This is an optimization exercise on Yosys and OpenROAD, whose aim is small area, a short achievable clock period and few clock cycles per item, not a production implementation. Only the layout flow was run in this run; the RTL was not checked for function there. Power figures rest on the tool's default switching activity, not on a simulated workload.

===== flow/design.v =====
`default_nettype none
package rmq_pkg;
    localparam int DW = 16;
    localparam int FB = 14;
    localparam int ONE = 1 << FB;
    localparam int AW = 17;
    localparam int RW = 16;
    localparam int NW = 17;
    localparam int QB = 15;
    localparam int PW = 17;
    localparam int SIDE_W = 2 + 3 + 3 * NW;
    localparam logic [15:0] SQ_CUT  = 16'b1111_1111_1101_0100;
    localparam logic [13:0] DV_CUT  = 14'b11_1111_1111_1111;
    typedef enum logic [1:0] {
        BR_TRACE = 2'd0,
        BR_X     = 2'd1,
        BR_Y     = 2'd2,
        BR_Z     = 2'd3
    } t_branch;
endpackage
`default_nettype wire
`default_nettype none
import rmq_pkg::*;
module rmq_sqrt (
    input  wire logic                        i_clk,
    input  wire logic                        i_ce,
    input  wire logic [rmq_pkg::AW-1:0]      i_rad,
    input  wire logic [rmq_pkg::SIDE_W-1:0]  i_side,
    output logic [rmq_pkg::RW-1:0]           o_root,
    output logic [rmq_pkg::SIDE_W-1:0]       o_side
);
    logic [17:0]                w_x    [0:16];
    logic [17:0]                w_rem  [0:16];
    logic [15:0]                w_root [0:16];
    logic [rmq_pkg::SIDE_W-1:0] w_side [0:16];
    assign w_x[0]    = {1'b0, i_rad};
    assign w_rem[0]  = '0;
    assign w_root[0] = '0;
    assign w_side[0] = i_side;
    for (genvar k = 0; k < 16; k++) begin : g_it
        localparam logic [17:0] RMASK = 18'((19'd1 << (k + 2)) - 1);
        localparam logic [15:0] QMASK = 16'((17'd1 << (k + 1)) - 1);
        logic [17:0] w_cur;
        logic [17:0] w_trial;
        logic [18:0] w_diff;
        logic [17:0] n_x;
        logic [17:0] n_rem;
        logic [15:0] n_root;
        always_comb begin
            w_cur   = {w_rem[k][15:0], w_x[k][17:16]};
            w_trial = {w_root[k], 2'b01};
            w_diff  = {1'b0, w_cur} - {1'b0, w_trial};
            n_x     = {w_x[k][15:0], 2'b00};
            if (!w_diff[18]) begin
                n_rem  = w_diff[17:0] & RMASK;
                n_root = ({w_root[k][14:0], 1'b1}) & QMASK;
            end else begin
                n_rem  = w_cur & RMASK;
                n_root = ({w_root[k][14:0], 1'b0}) & QMASK;
            end
        end
        if (rmq_pkg::SQ_CUT[k]) begin : g_reg
            logic [17:0]                r_x;
            logic [17:0]                r_rem;
            logic [15:0]                r_root;
            logic [rmq_pkg::SIDE_W-1:0] r_side;
            always_ff @(posedge i_clk) begin
                if (i_ce) begin
                    r_x    <= n_x;
                    r_rem  <= n_rem;
                    r_root <= n_root;
                    r_side <= w_side[k];
                end
            end
            assign w_x[k+1]    = r_x;
            assign w_rem[k+1]  = r_rem;
            assign w_root[k+1] = r_root;
            assign w_side[k+1] = r_side;
        end else begin : g_pass
            assign w_x[k+1]    = n_x;
            assign w_rem[k+1]  = n_rem;
            assign w_root[k+1] = n_root;
            assign w_side[k+1] = w_side[k];
        end
    end
    assign o_root = w_root[16];
    assign o_side = w_side[16];
endmodule
`default_nettype wire
`default_nettype none
import rmq_pkg::*;
module rmq_div (
    input  wire logic                        i_clk,
    input  wire logic                        i_ce,
    input  wire logic [3*rmq_pkg::NW-1:0]    i_mag,
    input  wire logic [2:0]                  i_neg,
    input  wire logic [rmq_pkg::RW-1:0]      i_root,
    input  wire logic [1:0]                  i_br,
    output logic [3*rmq_pkg::QB-1:0]         o_q,
    output logic [3*rmq_pkg::PW-1:0]         o_p,
    output logic [2:0]                       o_ovf,
    output logic [2:0]                       o_neg,
    output logic [rmq_pkg::RW-1:0]           o_root,
    output logic [1:0]                       o_br
);
    logic [3*PW-1:0] w_p    [0:14];
    logic [3*QB-1:0] w_q    [0:14];
    logic [2:0]      w_ovf  [0:14];
    logic [2:0]      w_neg  [0:14];
    logic [RW-1:0]   w_root [0:14];
    logic [1:0]      w_br   [0:14];
    logic [3*PW-1:0] n0_p;
    logic [3*QB-1:0] n0_q;
    logic [2:0]      n0_ovf;
    for (genvar l = 0; l < 3; l++) begin : g_first
        logic [NW:0]   w_hi;
        logic [PW-1:0] w_p0;
        logic [PW:0]   w_d1;
        logic [PW:0]   w_d2;
        always_comb begin
            w_hi = {1'b0, i_mag[l*NW +: NW]} + {{(NW - 1){1'b0}}, i_root[15:14]};
            w_p0 = w_hi[NW:1];
            w_d1 = {1'b0, w_p0} - {2'b00, i_root};
            w_d2 = {1'b0, w_p0} - {1'b0, i_root, 1'b0};
            n0_ovf[l] = !w_d2[PW];
            n0_q[l*QB +: QB] = {!w_d1[PW], {(QB - 1){1'b0}}};
            n0_p[l*PW +: PW] = w_d1[PW] ? {w_p0[PW-2:0], w_hi[0]} : {w_d1[PW-2:0], w_hi[0]};
        end
    end
    for (genvar t = 0; t < 14; t++) begin : g_it
        logic [3*PW-1:0] n_p;
        logic [3*QB-1:0] n_q;
        logic [2:0]      n_ovf;
        if (t == 0) begin : g_first_bit
            assign n_p   = n0_p;
            assign n_q   = n0_q;
            assign n_ovf = n0_ovf;
        end else begin : g_bit
            localparam int J = 14 - t;
            for (genvar l = 0; l < 3; l++) begin : g_lane
                logic [PW-1:0] w_pc;
                logic [PW:0]   w_d;
                always_comb begin
                    w_pc = w_p[t][l*PW +: PW];
                    w_d  = {1'b0, w_pc} - {2'b00, w_root[t]};
                    n_q[l*QB +: QB] = w_q[t][l*QB +: QB] | (QB'(!w_d[PW]) << J);
                    if (w_d[PW]) begin
                        n_p[l*PW +: PW] = {w_pc[PW-2:0], w_root[t][J]};
                    end else begin
                        n_p[l*PW +: PW] = {w_d[PW-2:0], w_root[t][J]};
                    end
                end
            end
            assign n_ovf = w_ovf[t];
        end
        logic [2:0]    c_neg;
        logic [RW-1:0] c_root;
        logic [1:0]    c_br;
        if (t == 0) begin : g_src0
            assign c_neg  = i_neg;
            assign c_root = i_root;
            assign c_br   = i_br;
        end else begin : g_srcn
            assign c_neg  = w_neg[t];
            assign c_root = w_root[t];
            assign c_br   = w_br[t];
        end
        if (rmq_pkg::DV_CUT[t]) begin : g_reg
            logic [3*PW-1:0] r_p;
            logic [3*QB-1:0] r_q;
            logic [2:0]      r_ovf;
            logic [2:0]      r_neg;
            logic [RW-1:0]   r_root;
            logic [1:0]      r_br;
            always_ff @(posedge i_clk) begin
                if (i_ce) begin
                    r_p    <= n_p;
                    r_q    <= n_q;
                    r_ovf  <= n_ovf;
                    r_neg  <= c_neg;
                    r_root <= c_root;
                    r_br   <= c_br;
                end
            end
            assign w_p[t+1]    = r_p;
            assign w_q[t+1]    = r_q;
            assign w_ovf[t+1]  = r_ovf;
            assign w_neg[t+1]  = r_neg;
            assign w_root[t+1] = r_root;
            assign w_br[t+1]   = r_br;
        end else begin : g_pass
            assign w_p[t+1]    = n_p;
            assign w_q[t+1]    = n_q;
            assign w_ovf[t+1]  = n_ovf;
            assign w_neg[t+1]  = c_neg;
            assign w_root[t+1] = c_root;
            assign w_br[t+1]   = c_br;
        end
    end
    assign w_p[0]    = '0;
    assign w_q[0]    = '0;
    assign w_ovf[0]  = '0;
    assign w_neg[0]  = '0;
    assign w_root[0] = '0;
    assign w_br[0]   = '0;
    assign o_q    = w_q[14];
    assign o_p    = w_p[14];
    assign o_ovf  = w_ovf[14];
    assign o_neg  = w_neg[14];
    assign o_root = w_root[14];
    assign o_br   = w_br[14];
endmodule
`default_nettype wire
`default_nettype none
import rmq_pkg::*;
module rotation_matrix_to_quaternion (
    input  wire logic                         i_clk,
    input  wire logic                         i_rst_n,
    input  wire logic                         i_valid,
    output logic                              o_stall,
    input  wire logic signed [rmq_pkg::DW-1:0] i_m00,
    input  wire logic signed [rmq_pkg::DW-1:0] i_m01,
    input  wire logic signed [rmq_pkg::DW-1:0] i_m02,
    input  wire logic signed [rmq_pkg::DW-1:0] i_m10,
    input  wire logic signed [rmq_pkg::DW-1:0] i_m11,
    input  wire logic signed [rmq_pkg::DW-1:0] i_m12,
    input  wire logic signed [rmq_pkg::DW-1:0] i_m20,
    input  wire logic signed [rmq_pkg::DW-1:0] i_m21,
    input  wire logic signed [rmq_pkg::DW-1:0] i_m22,
    output logic                              o_valid,
    input  wire logic                         i_stall,
    output logic signed [rmq_pkg::DW-1:0]     o_quat_w,
    output logic signed [rmq_pkg::DW-1:0]     o_quat_x,
    output logic signed [rmq_pkg::DW-1:0]     o_quat_y,
    output logic signed [rmq_pkg::DW-1:0]     o_quat_z,
    output logic [1:0]                        o_branch_used,
    output logic                              o_div_fault
);
    localparam int NSQ = $countones(rmq_pkg::SQ_CUT);
    localparam int NDV = $countones(rmq_pkg::DV_CUT);
    localparam int VD  = 3 + NSQ + NDV;
    logic ce;
    logic [VD-1:0] r_vld;
    assign ce      = !(r_vld[VD-1] && i_stall);
    assign o_stall = !ce;
    always_ff @(posedge i_clk) begin
        if (!i_rst_n) begin
            r_vld <= '0;
        end else if (ce) begin
            r_vld <= {r_vld[VD-2:0], i_valid};
        end
    end
    logic signed [DW-1:0] m00, m01, m02, m10, m11, m12, m20, m21, m22;
    always_ff @(posedge i_clk) begin
        if (ce) begin
            {m00, m01, m02, m10, m11, m12, m20, m21, m22} <=
                {i_m00, i_m01, i_m02, i_m10, i_m11, i_m12, i_m20, i_m21, i_m22};
        end
    end
    logic signed [DW+1:0] w_tr;
    logic signed [DW+2:0] w_rx, w_ry, w_rz, w_rad;
    logic [1:0]           w_br;
    logic signed [NW-1:0] w_n0, w_n1, w_n2;
    logic [AW:0]          w_a;
    logic signed [DW+2:0] w_rt;
    logic                 w_tpos, w_c10, w_c21, w_c20;
    logic signed [NW-1:0] w_d0, w_d1, w_d2, w_s0, w_s1, w_s2;
    always_comb begin
        w_tr = (DW + 2)'(m00) + (DW + 2)'(m11) + (DW + 2)'(m22) - (DW + 2)'(1);
        w_rt = (DW + 3)'(ONE) + (DW + 3)'(m00) + (DW + 3)'(m11) + (DW + 3)'(m22);
        w_rx = (DW + 3)'(ONE) + (DW + 3)'(m00) - (DW + 3)'(m11) - (DW + 3)'(m22);
        w_ry = (DW + 3)'(ONE) + (DW + 3)'(m11) - (DW + 3)'(m00) - (DW + 3)'(m22);
        w_rz = (DW + 3)'(ONE) + (DW + 3)'(m22) - (DW + 3)'(m00) - (DW + 3)'(m11);
        w_tpos = !w_tr[DW+1];
        w_c10  = (m11 > m00);
        w_c21  = (m22 > m11);
        w_c20  = (m22 > m00);
        w_d0 = NW'(m21) - NW'(m12);
        w_d1 = NW'(m02) - NW'(m20);
        w_d2 = NW'(m10) - NW'(m01);
        w_s0 = NW'(m01) + NW'(m10);
        w_s1 = NW'(m02) + NW'(m20);
        w_s2 = NW'(m12) + NW'(m21);
        if (w_tpos) begin
            w_br = BR_TRACE;
        end else if (w_c10) begin
            w_br = w_c21 ? BR_Z : BR_Y;
        end else begin
            w_br = w_c20 ? BR_Z : BR_X;
        end
        unique case (w_br)
            BR_TRACE: begin w_rad = w_rt; w_n0 = w_d0; w_n1 = w_d1; w_n2 = w_d2; end
            BR_X:     begin w_rad = w_rx; w_n0 = w_d0; w_n1 = w_s0; w_n2 = w_s1; end
            BR_Y:     begin w_rad = w_ry; w_n0 = w_d1; w_n1 = w_s0; w_n2 = w_s2; end
            default:  begin w_rad = w_rz; w_n0 = w_d2; w_n1 = w_s1; w_n2 = w_s2; end
        endcase
        w_a = w_rad[AW:0];
    end
    logic [AW:0]          f_a;
    logic [1:0]           f_br;
    logic signed [NW-1:0] f_n0, f_n1, f_n2;
    always_ff @(posedge i_clk) begin
        if (ce) begin
            f_a  <= w_a;
            f_br <= w_br;
            f_n0 <= w_n0;
            f_n1 <= w_n1;
            f_n2 <= w_n2;
        end
    end
    function automatic logic [NW:0] mag_sign(input logic signed [NW-1:0] n);
        mag_sign = {n[NW-1], n[NW-1] ? NW'(-n) : NW'(n)};
    endfunction
    logic [NW:0] w_ms0, w_ms1, w_ms2;
    assign w_ms0 = mag_sign(f_n0);
    assign w_ms1 = mag_sign(f_n1);
    assign w_ms2 = mag_sign(f_n2);
    logic [RW-1:0]     w_root;
    logic [SIDE_W-1:0] w_sq_side;
    rmq_sqrt u_sqrt (
        .i_clk  (i_clk),
        .i_ce   (ce),
        .i_rad  (f_a[AW] ? AW'(0) : f_a[AW-1:0]),
        .i_side ({f_br, w_ms2[NW], w_ms1[NW], w_ms0[NW],
                  w_ms2[NW-1:0], w_ms1[NW-1:0], w_ms0[NW-1:0]}),
        .o_root (w_root),
        .o_side (w_sq_side)
    );
    logic [3*QB-1:0] w_q;
    logic [3*PW-1:0] w_p;
    logic [2:0]      w_ovf, w_neg;
    logic [RW-1:0]   w_rt_d;
    logic [1:0]      w_br_d;
    rmq_div u_div (
        .i_clk  (i_clk),
        .i_ce   (ce),
        .i_mag  (w_sq_side[3*NW-1:0]),
        .i_neg  (w_sq_side[3*NW +: 3]),
        .i_root (w_root),
        .i_br   (w_sq_side[SIDE_W-1 -: 2]),
        .o_q    (w_q),
        .o_p    (w_p),
        .o_ovf  (w_ovf),
        .o_neg  (w_neg),
        .o_root (w_rt_d),
        .o_br   (w_br_d)
    );
    function automatic logic signed [DW-1:0] lane_out(input logic neg, input logic ovf,
                                                      input logic [QB-1:0] q,
                                                      input logic [PW-1:0] p,
                                                      input logic [RW-1:0] r);
        logic [PW:0]   d;
        logic          q0;
        logic [DW-2:0] hi, nhi, nhi1;
        d    = {1'b0, p} - {2'b00, r};
        q0   = !d[PW];
        hi   = {1'b0, q[QB-1:1]};
        nhi  = ~hi;
        nhi1 = (DW - 1)'(0) - hi;
        if (ovf)       lane_out = neg ? 16'sh8000 : 16'sh7fff;
        else if (!neg) lane_out = $signed({hi, q0});
        else if (q0)   lane_out = $signed({nhi, 1'b1});
        else           lane_out = $signed({nhi1, 1'b0});
    endfunction
    logic signed [DW-1:0] w_c0, w_c1, w_c2, w_big;
    logic                 w_fault;
    logic signed [DW-1:0] n_w, n_x, n_y, n_z;
    always_comb begin
        w_c0    = lane_out(w_neg[0], w_ovf[0], w_q[0*QB +: QB], w_p[0*PW +: PW], w_rt_d);
        w_c1    = lane_out(w_neg[1], w_ovf[1], w_q[1*QB +: QB], w_p[1*PW +: PW], w_rt_d);
        w_c2    = lane_out(w_neg[2], w_ovf[2], w_q[2*QB +: QB], w_p[2*PW +: PW], w_rt_d);
        w_big   = $signed(DW'(({1'b0, w_rt_d} + 17'd1) >> 1));
        w_fault = (w_rt_d == '0);
        unique case (w_br_d)
            BR_TRACE: begin n_w = w_big; n_x = w_c0;  n_y = w_c1;  n_z = w_c2;  end
            BR_X:     begin n_w = w_c0;  n_x = w_big; n_y = w_c1;  n_z = w_c2;  end
            BR_Y:     begin n_w = w_c0;  n_x = w_c1;  n_y = w_big; n_z = w_c2;  end
            default:  begin n_w = w_c0;  n_x = w_c1;  n_y = w_c2;  n_z = w_big; end
        endcase
        if (w_fault) begin
            n_w = '0;
            n_x = '0;
            n_y = '0;
            n_z = '0;
        end
    end
    logic signed [DW-1:0] r_w, r_x, r_y, r_z;
    logic [1:0]           r_br;
    logic                 r_fault;
    always_ff @(posedge i_clk) begin
        if (ce) begin
            r_w     <= n_w;
            r_x     <= n_x;
            r_y     <= n_y;
            r_z     <= n_z;
            r_br    <= w_br_d;
            r_fault <= w_fault;
        end
    end
    assign o_valid       = r_vld[VD-1];
    assign o_quat_w      = r_w;
    assign o_quat_x      = r_x;
    assign o_quat_y      = r_y;
    assign o_quat_z      = r_z;
    assign o_branch_used = r_br;
    assign o_div_fault   = r_fault;
endmodule
`default_nettype wire

===== flow/run.sh =====
#!/bin/bash
# synth_recipe.tcl (not shown) runs the flow's synth.tcl, then flattens the netlist and writes it again
# the make line also repeats each setting of config.mk as NAME=value (left out here)
make -C /OpenROAD-flow-scripts/flow DESIGN_CONFIG=/design/flow/config.mk WORK_HOME=/design/flow/orfs CLKGATE_MAP_FILE= SYNTH_SCRIPT=/design/flow/synth_recipe.tcl finish

===== flow/config.mk =====
export PLATFORM = sky130hd
export DESIGN_NAME = rotation_matrix_to_quaternion
export DESIGN_NICKNAME = rotation_matrix_to_quaternion
export VERILOG_FILES = /design/flow/design.v
export SDC_FILE = /design/flow/constraint.sdc
export NUM_CORES = 4
export LEC_CHECK = 0
export ABC_CLOCK_PERIOD_IN_PS = 2500
export CAP_MARGIN = 20
export CORE_MARGIN = 2
export CORE_UTILIZATION = 40
export SETUP_SLACK_MARGIN = 3.5
export SLEW_MARGIN = 20

===== flow/constraint.sdc =====
create_clock -name core_clock -period 7.5 [get_ports {i_clk}]
set_input_delay 1.5000 -clock core_clock [delete_from_list [all_inputs] [get_ports {i_clk}]]
set_output_delay 1.5000 -clock core_clock [all_outputs]
set_load 0.01 [all_outputs]

==> metrics.md <==
| Metric | Value |
|---|---|
| Synthesized area | 0.140 mm² |
| Fin cells | 16415 |
| Synth top area share | 54.6% |
| Nets | 13075 |
| Hold Crit Class | reg2reg |
| Delay of the slowest cell on the worst path | 0.43 ns |
| Avg Cell Area, Syn | 12.8 µm² |
| Main synth FF type | edfxtp_1 |
| DRT Pass-1 Iters | 6 |
| CTS max path bufs | 4 |
| Most numerous cell on the critical path | ha_4 |
| GRT overflow | 0 |
| Compound-gate portion of the synthesized area | 11.6% |
| Synth warn | 13 |
| Final hold vios | 0 |
| Post-route DRC | 0 |
| Antenna violation net count after detailed routing | 0 |
| Max Freq | 240 MHz |
| Post-DP Area | 0.148 mm² |
| Setup-failing EPs final | 0 |
| Initial core utilization | 40.1% |
| M1 GR Usage | 25.8% |
| Clk_skew | 0.0796 ns |
| Antenna violations before repair | 3 |
| Setup WS post-layout | 3.34 ns |
| I/O pin count | 217 |
| Clock transition at the registers of the reported paths | 0.06 ns |
| Post-synthesis adder-cell area fraction | 12.7% |
| Placed Cells | 15674 |
| WP data required | 8.19 ns |
| Site row count | 217 |
| Post-DR vias/cell | 5.37 |
| RSZ-0062 raised after global routing | yes |
| Post-Synth Simple-Gate Area | 7.61% |
| Hold Crit Depth | 0 |
| Total CTS buffers | 288 |
| Avg WL per Cell | 20.9 µm |
| Total wire length | 344000 µm |
| Reg-to-reg endpoint | f_n0[15] |
| Cell Pwr Density | 541 mW/mm² |
| Mux share of post-synthesis cell area | 5.86% |
| 1st-iter DRT viols | 6324 |
| Status | no timing/DRC/antenna violations |
| Global routing's busiest layer | met2 |
| Vias in the first global route | 88444 |
| Largest net degree at the start of global routing | 206 |
| Unique masters post-synth | 101 |
| Synth top area cells | edfxtp_1, ha_1, mux2_1, xnor2_1, inv_1 |
| Crit Path Max Fanout | 4 |
| H-tree levels | 5 |
| Worst setup EP type | flip-flop |
| Cell area after layout | 0.161 mm² |
| Cells after Synth | 10943 |
| WHS Endpoint | u_div.g_it[10].g_reg.r_q[21] |
| HP Start | u_div.g_it[9].g_reg.r_q[21] |
| First-pass GRT wire length | 524000 µm |
| Largest family of logic cells by synthesized area | adder cells |
| Number of synthesized flops with an enable pin | 2541 |
| Reg-to-Reg Start | m00[4] |
| Worst-Margin Slew | 1.21 ns |
| Synth Register Bits | 2570 |
| Worst VDD drop | 226 µV |
| Final period utilization | 55.4% |
| Worst Setup Start Kind | flip-flop |
| Synth Net Count | 12433 |
| Port-buffer cells | 216 |
| CTS tree | built |
| WP data arrival | 4.85 ns |
| Die width | 595 µm |
| CP cell instances | inv_4 -> ha_4 -> xor2_2 -> ha_2 -> o21bai_1 -> ha_1 -> o21a_1 -> o21ai_1 -> nand2b_1 -> a21oi_2 -> nor4_4 -> o22ai_2 -> xnor2_2 -> o21ai_2 -> buf_4 -> ha_4 -> clkinv_4 -> nand2_4 -> buf_12 -> buf_6 -> nand3b_1 -> mux2i_1 -> o32a_1 |
| Synth Area in XOR/XNOR | 4.54% |
| Setup TNS | 0 ns |
| Total core area | 0.349 mm² |
| Worst skew pair latency | 0.95 ns |
| Routability cong. | 0.877 |
| Ratio of cells with drive above 1 in the final layout | 9.89% |
| CTS Sinks | 2570 |
| Clock root buffer | clkbuf_16 |
| Pre-CTS setup slack | 1.90 ns |
| Pleak | 65.0 nW |
| Crit path kind | reg2reg |
| FF-to-FF setup slack | 3.34 ns |
| Worst r2r path cells | 23 |
| Total track usage | 18.9% |
| Max_slew headroom | 19.2% |
| Dpl hpwl | 255000 µm |
| Max-slew violations | 0 |
| Met3 Use GR | 2.28% |
| Die height | 595 µm |
| Area growth, synth to finish | 15.3% |
| MaxCap Viol Count | 0 |
| Die ar. | 0.354 mm² |
| Post-synth top area cell | edfxtp_1 |
| Vias | 88138 |
| Sequential area share after synthesis | 55.0% |
| Post-synth ARST share | 0% |
| Min Tclk post-route | 4.16 ns |
| Crit-path slowest cell | edfxtp_1 |
| Met2 usage in global routing | 31.4% |
## what timing repair did
item                                    in CTS  in global routing
gates resized for setup                    278                194
hold buffers                                 0                  0
gates cloned                                10                  3
hold endpoints to repair                     0                  0
setup buffers                              126                 80
pin swaps                                   64                 79
endpoints found under the setup margin    1147                224
## power by group
part | internal, mW | switching (mW)
Combinational | 19.5 | 23.7
Clock | 8.13 | 6.01
Sequential | 25.9 | 4.10
Total | 53.5 | 33.8
## cells in the mapped netlist (all sizes together), types with 66 or more instances
master and count:
o21bai 66, ha 1209, a21o 137, nand2b 124, inv 837, nand3 92, or3 154, o21a 234
nor3 207, nor2 712, xnor2 466, o31a 76, o31ai 98, edfxtp 2541, a31oi 126, o21ai 564
xor2 259, mux2 628, mux2i 112, a21oi 471, nor2b 146, a211oi 78, nand2 445, fa 133
clkbuf 103
## cell families (layout without fill, tap and decap cells)
| group | count (synthesis) | after routing |
|---|---|---|
| AO/OA/AOI/OAI | 2393 | 2393 |
| AND/OR/NAND/NOR | 2170 | 2174 |
| XOR/XNOR | 725 | 725 |
| flip-flops | 2570 | 2570 |
| buffers and inverters | 1003 | 1869 |
| multiplexers | 740 | 740 |
| other | 0 | 3 |
| adder cells (fa/ha/maj) | 1342 | 1342 |
## flip-flops by register name, summed over array words and instances, names as in the netlist, 42 cells and up
register / flops
u_div.g_it.g_reg.r_p: 680
u_div.g_it.g_reg.r_ovf: 42
u_div.g_it.g_reg.r_q: 315
u_sqrt.g_it.g_reg.r_rem: 112
u_sqrt.g_it.g_reg.r_side: 672
u_div.g_it.g_reg.r_neg: 42
u_sqrt.g_it.g_reg.r_root: 123
u_div.g_it.g_reg.r_root: 219
## final cells by class
| class | count | area, µm² |
|---|---|---|
| antenna | 3 | 7.51 |
| clock buffer | 346 | 7470 |
| clock inverter | 172 | 2010 |
| fill | 30798 | 187000 |
| inverter | 840 | 3210 |
| multi-input combinational | 7374 | 61000 |
| sequential | 2570 | 76900 |
| tap | 4599 | 5750 |
| timing repair buffer | 510 | 4990 |
| timing repair inverter | 1 | 5.00 |
## metal layers
layer / wire length [µm] / share of wire, %
met2: 162000 / 47
met3: 13900 / 4.0
met1: 157000 / 46
met5: 0 / 0
met4: 10600 / 3.1
## stage by stage
stage	hold WS, ns	total power [mW]	util (%)
final	0.394	87.2	46.3
after global routing	0.402	93.5	46.3
after CTS	0.385	86.6	45.8
after detailed placement	0.405	70.6	42.4
after global placement	0.401	69.6	42.4
after floorplan	0.400	58.0	-
## worst max path at each step
stage               end  startpoint  slack (ns)  cells after the start
3_5_place_dp   f_n0[13]      m00[6]        1.90                     18
2_1_floorplan    f_a[0]     i_stall       -0.67                      2
6_report       f_n0[15]      m00[4]        3.34                     23
3_3_place_gp   f_n0[15]      m00[6]        2.00                     19
4_1_cts        f_n0[13]      m00[6]        3.27                     21
5_1_grt        f_n1[15]      m11[4]        3.17                     22
## critical path, delay by kind of cell (launching register included)
family	cells	cell delay, ns
xor+xnor	2	0.31
buf+inv	5	0.56
flops	1	0.43
fa+ha+maj	4	0.82
compound gates	7	1.40
mux	1	0.08
simple gates	4	0.31
## cells in the final DEF, fill, tap and decap left out, drive strengths merged, types with 57 or more instances in the layout
master / instances
inv: 848
clkbuf: 348
o31a: 76
clkdlybuf4s50: 215
ha: 1209
edfxtp: 2541
nand2b: 124
o21ai: 564
a21o: 137
nand4: 57
a21oi: 471
a211oi: 78
nor2b: 146
o21a: 234
nand2: 449
nor2: 712
nand3: 92
buf: 292
mux2: 628
xor2: 259
o21bai: 66
mux2i: 112
xnor2: 466
or3: 154
clkinv: 120
o31ai: 98
fa: 133
nor3: 207
a31oi: 126

## port drivers added, routing unchanged
How much do the figures lean on ideal ports? The routed layout below was timed once more, with nothing changed but the port constraints. Step 1, drivers: a clkbuf_16 drives i_clk and a buf_2 each remaining input, both assumed. Step 2, shift: input delay + t, output delay - t, t = (earliest + latest rising clock arrival at the registers) / 2. This alone moves slack from input paths to output paths. a / b / c = ideal / step 1 / step 2; a / b = the first two.
shift t [ns]: 1.000
setup WS [ns]: 3.342 / 3.342 / 2.781
hold WS [ns]: 0.394 / 0.394 / 0.394
pins driven straight from the clock port: 1
After both steps this run still meets setup and hold. The setup slack of this run moves by 0.000 ns with the drivers and by -0.561 ns with both steps.
